From an optimization exercise on the open Yosys and OpenROAD flow, aimed at small area, a short achievable clock period and few clock cycles per item; shortcuts taken in it are not production practice.
In this exercise RTL edits were held to simulation tests only and were not proved equivalent to the original.
Power figures rest on the tool's default switching activity, not on a simulated workload.

==> 09-11 <==
// axis_float_mul_lanes
module axis_float_mul_lanes
#(
  parameter int    LANES      = 4,
  parameter int    USER_W     = 3,
  parameter        ROUND_MODE = "RNE"
) (
  input  logic                       clk,
  input  logic                       rst_n,
  input  logic [64*LANES-1:0]        s_axis_data,
  input  logic [USER_W-1:0]          s_axis_user,
  input  logic                       s_axis_last,
  input  logic                       s_axis_valid,
  output logic                       s_axis_ready,
  output logic [32*LANES-1:0]        m_axis_data,
  output logic [USER_W+2*LANES-1:0]  m_axis_user,
  output logic                       m_axis_last,
  output logic                       m_axis_valid,
  input  logic                       m_axis_ready
);
  localparam int DEPTH = 3;
  logic                    adv;
  logic [DEPTH-1:0]        vld;
  logic [USER_W:0]         side_q [DEPTH];
  logic [32*LANES-1:0]     prod;
  logic [2*LANES-1:0]      flags;
  assign adv          = ~vld[DEPTH-1] | m_axis_ready;
  assign s_axis_ready = adv;
  always_ff @(posedge clk) begin
    if (!rst_n)   vld <= '0;
    else if (adv) vld <= {vld[DEPTH-2:0], s_axis_valid};
  end
  always_ff @(posedge clk) if (adv) begin
    side_q[0] <= {s_axis_user, s_axis_last};
    for (int i = 1; i < DEPTH; i++) side_q[i] <= side_q[i-1];
  end
  for (genvar i = 0; i < LANES; i++) begin : g_lane
    float_mul_lane u_lane (
      .clk    (clk),
      .en     (adv),
      .a      (s_axis_data[64*i+32 +: 32]),
      .b      (s_axis_data[64*i +: 32]),
      .result (prod[32*i +: 32]),
      .ovf    (flags[2*i+1]),
      .udf    (flags[2*i])
    );
  end
  assign m_axis_data  = prod;
  assign m_axis_user  = {side_q[DEPTH-1][USER_W:1], flags};
  ...
Settings: LEC_CHECK=0, ABC_AREA=1, CAP_MARGIN=20, CORE_MARGIN=2, CORE_UTILIZATION=55, SETUP_SLACK_MARGIN=3.8, SLEW_MARGIN=20; clock period 8.0 ns.
run.sh (not shown) runs the stock make flow with config.mk's settings and CLKGATE_MAP_FILE= SYNTH_SCRIPT=/design/flow/synth_recipe.tcl, a recipe that flattens the netlist after the stock synthesis.
==> inputs of 10-02, as changes to 09-11 <==
--- a/flow/design.v
+++ b/flow/design.v
@@ -1671,87 +1671,43 @@
     s2_y    <= ry[47:13];
     s2_c    <= lsum[13];
     s2_nz   <= ~lo_z;
     s2_sign <= sign;
     s2_kind <= kind;
     s2_exp  <= esum;
   end
-  localparam int N = 35;
-  logic [N-1:0] g0, p0, gs, ps;
-  logic [N-1:0] cy;
-  logic [47:13] p;
-  always_comb begin
-    g0 = s2_x & s2_y;
-    p0 = s2_x ^ s2_y;
-    g0[0] = g0[0] | (p0[0] & s2_c);
-    gs = g0;
-    ps = p0;
-    for (int k = 0; k < 6; k++) begin
-      for (int i = 0; i < N; i++) begin
-        if ((i >> k) & 1) begin
-          gs[i] = gs[i] | (ps[i] & gs[((i >> k) << k) - 1]);
-          ps[i] = ps[i] & ps[((i >> k) << k) - 1];
-        end
-      end
-    end
-    cy = {gs[N-2:0], s2_c};
-    p  = p0 ^ cy;
-  end
-  wire [22:0] m_lo = p[45:23];
-  wire [22:0] m_hi = p[46:24];
-  wire        r_lo = p[22] & (s2_nz | p[23]);
-  wire        r_hi = p[23] & (p[22] | s2_nz | p[24]);
-  logic [23:0] t_lo, t_hi;    
-  logic [22:0] a_lo [6], a_hi [6];
-  always_comb begin
-    a_lo[0] = m_lo;
-    a_hi[0] = m_hi;
-    for (int k = 0; k < 5; k++) begin
-      for (int i = 0; i < 23; i++) begin
-        a_lo[k+1][i] = (i >= (1 << k)) ? a_lo[k][i] & a_lo[k][i-(1<<k)] : a_lo[k][i];
-        a_hi[k+1][i] = (i >= (1 << k)) ? a_hi[k][i] & a_hi[k][i-(1<<k)] : a_hi[k][i];
-      end
-    end
-    t_lo = {a_lo[5], 1'b1};
-    t_hi = {a_hi[5], 1'b1};
-  end
-  wire [22:0] mr_lo = m_lo ^ ({23{r_lo}} & t_lo[22:0]);
-  wire [22:0] mr_hi = m_hi ^ ({23{r_hi}} & t_hi[22:0]);
-  wire        c_lo  = r_lo & t_lo[23];
-  wire        c_hi  = r_hi & t_hi[23];
-  wire [9:0] e0 = s2_exp;
-  wire [9:0] e1 = s2_exp + 10'd1;
-  wire [9:0] e2 = s2_exp + 10'd2;
-  wire o0 = !e0[9] && e0[8:0] >= 9'd255, u0 = e0[9] || e0 == 10'd0;
-  wire o1 = !e1[9] && e1[8:0] >= 9'd255, u1 = e1[9] || e1 == 10'd0;
-  wire o2 = !e2[9] && e2[8:0] >= 9'd255, u2 = e2[9] || e2 == 10'd0;
-  wire        sel_e2 = p[47] & c_hi;
-  wire        sel_e1 = p[47] ? ~c_hi : c_lo;
-  wire [7:0]  e_n    = sel_e2 ? e2[7:0] : sel_e1 ? e1[7:0] : e0[7:0];
-  wire        ovf_e  = sel_e2 ? o2 : sel_e1 ? o1 : o0;
-  wire        udf_e  = sel_e2 ? u2 : sel_e1 ? u1 : u0;
-  wire [22:0] mant_r = p[47] ? mr_hi : mr_lo;
+  wire [47:13] p = s2_x + s2_y + {34'd0, s2_c};
+  wire         hi = p[47];
+  wire [22:0]  mant   = hi ? p[46:24] : p[45:23];
+  wire         guard  = hi ? p[23] : p[22];
+  wire         sticky = hi ? (p[22] | s2_nz) : s2_nz;
+  wire         rup    = guard & (sticky | mant[0]);
+  logic [22:0] mant_r;
+  logic        carry;
+  logic [9:0]  e_n;
   logic [31:0] res_n;
   logic        ovf_n, udf_n;
   always_comb begin
+    {carry, mant_r} = {1'b0, mant} + 24'(rup);
+    e_n = s2_exp + 10'(hi) + 10'(carry);
     ovf_n = 1'b0;
     udf_n = 1'b0;
     case (s2_kind)
       2'd3: res_n = 32'h7FC0_0000;
       2'd2: res_n = {s2_sign, 31'h7F80_0000};
       2'd1: res_n = {s2_sign, 31'd0};
       default: begin
-        if (ovf_e) begin
+        if (!e_n[9] && e_n[8:0] >= 9'd255) begin
           res_n = {s2_sign, 31'h7F80_0000};
           ovf_n = 1'b1;
-        end else if (udf_e) begin
+        end else if (e_n[9] || e_n == 10'd0) begin
           res_n = {s2_sign, 31'd0};
           udf_n = 1'b1;
         end else begin
-          res_n = {s2_sign, e_n, mant_r};
+          res_n = {s2_sign, e_n[7:0], mant_r};
         end
       end
     endcase
   end
   always_ff @(posedge clk) if (en) begin
     result <= res_n;
     ovf    <= ovf_n;
--- a/flow/config.mk
+++ b/flow/config.mk
@@ -5,9 +5,8 @@
 export SDC_FILE = /design/flow/constraint.sdc
 export NUM_CORES = 4
 export LEC_CHECK = 0
 export ABC_AREA = 1
 export CAP_MARGIN = 20
 export CORE_MARGIN = 2
 export CORE_UTILIZATION = 55
-export SETUP_SLACK_MARGIN = 3.8
 export SLEW_MARGIN = 20
==> run summary <==
In 10-02 the sequential share of layout area is higher than in 09-11, by 1.8 points.
Global-route usage: 10-02 is higher than 09-11 (1.5 points).
Of 09-11 and 10-02, 09-11 has the higher clock skew (gap 0.013 ns).
Routed wire length is about the same in 10-02 and 09-11.
In sequential power, 10-02 and 09-11 hardly differ.
Of 09-11 and 10-02, 09-11 has the higher first-iteration DRC count (gap about 13%, measured against 10-02).
10-02 finished clean. 09-11 completed with no timing, DRC or antenna violations.
Between 09-11 and 10-02, the lower area after synthesis is in 10-02 (gap about 0.6%, measured against 10-02).
Of 10-02 and 09-11, 09-11 has the higher utilization (gap 4.1 points).
==> figures <==
Number of buffers other than clock buffers in the final layout: 09-11 1,033; 10-02 502
Post-route worst setup slack: 09-11 3.75 ns; 10-02 1.52 ns
1st-iter DRT viols: 09-11 10,048; 10-02 8,886
Portion of total power attributed to combinational logic: 09-11 72.2%; 10-02 72.6%
Layout fillers: 09-11 13,609; 10-02 14,364
Net switching component of the power: 09-11 23.8 mW; 10-02 25.0 mW
Endpoint arrival time on the critical path: 09-11 4.77 ns; 10-02 7.10 ns
Post-synthesis instance area: 09-11 92,200 um2; 10-02 91,600 um2
Status: 09-11 timing/DRC/antenna clean; 10-02 timing/DRC/antenna clean
Reported sequential group power: 09-11 8.75 mW; 10-02 8.74 mW
Proportion of cell area occupied by multi-input gates: 09-11 55.2%; 10-02 57.3%
Final Cycle Share: 09-11 53.1%; 10-02 81.0%
GRT met1 Usage: 09-11 46.1%; 10-02 47.3%
Fraction of layout instances using a drive strength above 1: 09-11 14.1%; 10-02 4.94%
Synth warnings: 09-11 5; 10-02 3
Bufs and invs on worst path: 09-11 4; 10-02 2
Post-route cell area: 09-11 108,000 um2; 10-02 100,000 um2
Portion of the layout cell area used by clock cells: 09-11 2.86%; 10-02 3.14%
Testbench counts of 09-11, summed over its fixed seeds: cycles 16,024, items 16,000.
Testbench counts of 10-02, summed over its fixed seeds: cycles 16,024, items 16,000.

==> what the ideal ports hide <==
No port has a modelled driver above. Below, the same layouts with a new extraction and two added sets of constraints. Step 1 (the two cells are an assumption about what drives the block):
set clk [get_ports {clk}]
set_driving_cell -lib_cell sky130_fd_sc_hd__clkbuf_16 $clk
set_driving_cell -lib_cell sky130_fd_sc_hd__buf_2 [delete_from_list [all_inputs] $clk]
Step 2 also shifts input and output timing later by t, the mid clock arrival at the registers, as if the neighbouring blocks saw the same clock. Three values: no drivers, after step 1, after step 2; two values: the first two.
run | t (ns) | slack for setup (ns) | worst setup path after step 2 | clock arrival spread, ns | worst register clock-pin slew, ns
09-11 | 0.849 | 3.751 / 3.751 / 3.351 | input to register | 0.042 / 0.042 | 0.07 / 0.07
10-02 | 0.831 | 1.519 / 1.519 / 1.519 | register to register | 0.029 / 0.029 | 0.07 / 0.07
After both steps setup and hold are still met in every run listed. For 09-11, which loses most, drivers alone change the setup slack by 0.000 ns; drivers and shift together by -0.400 ns.
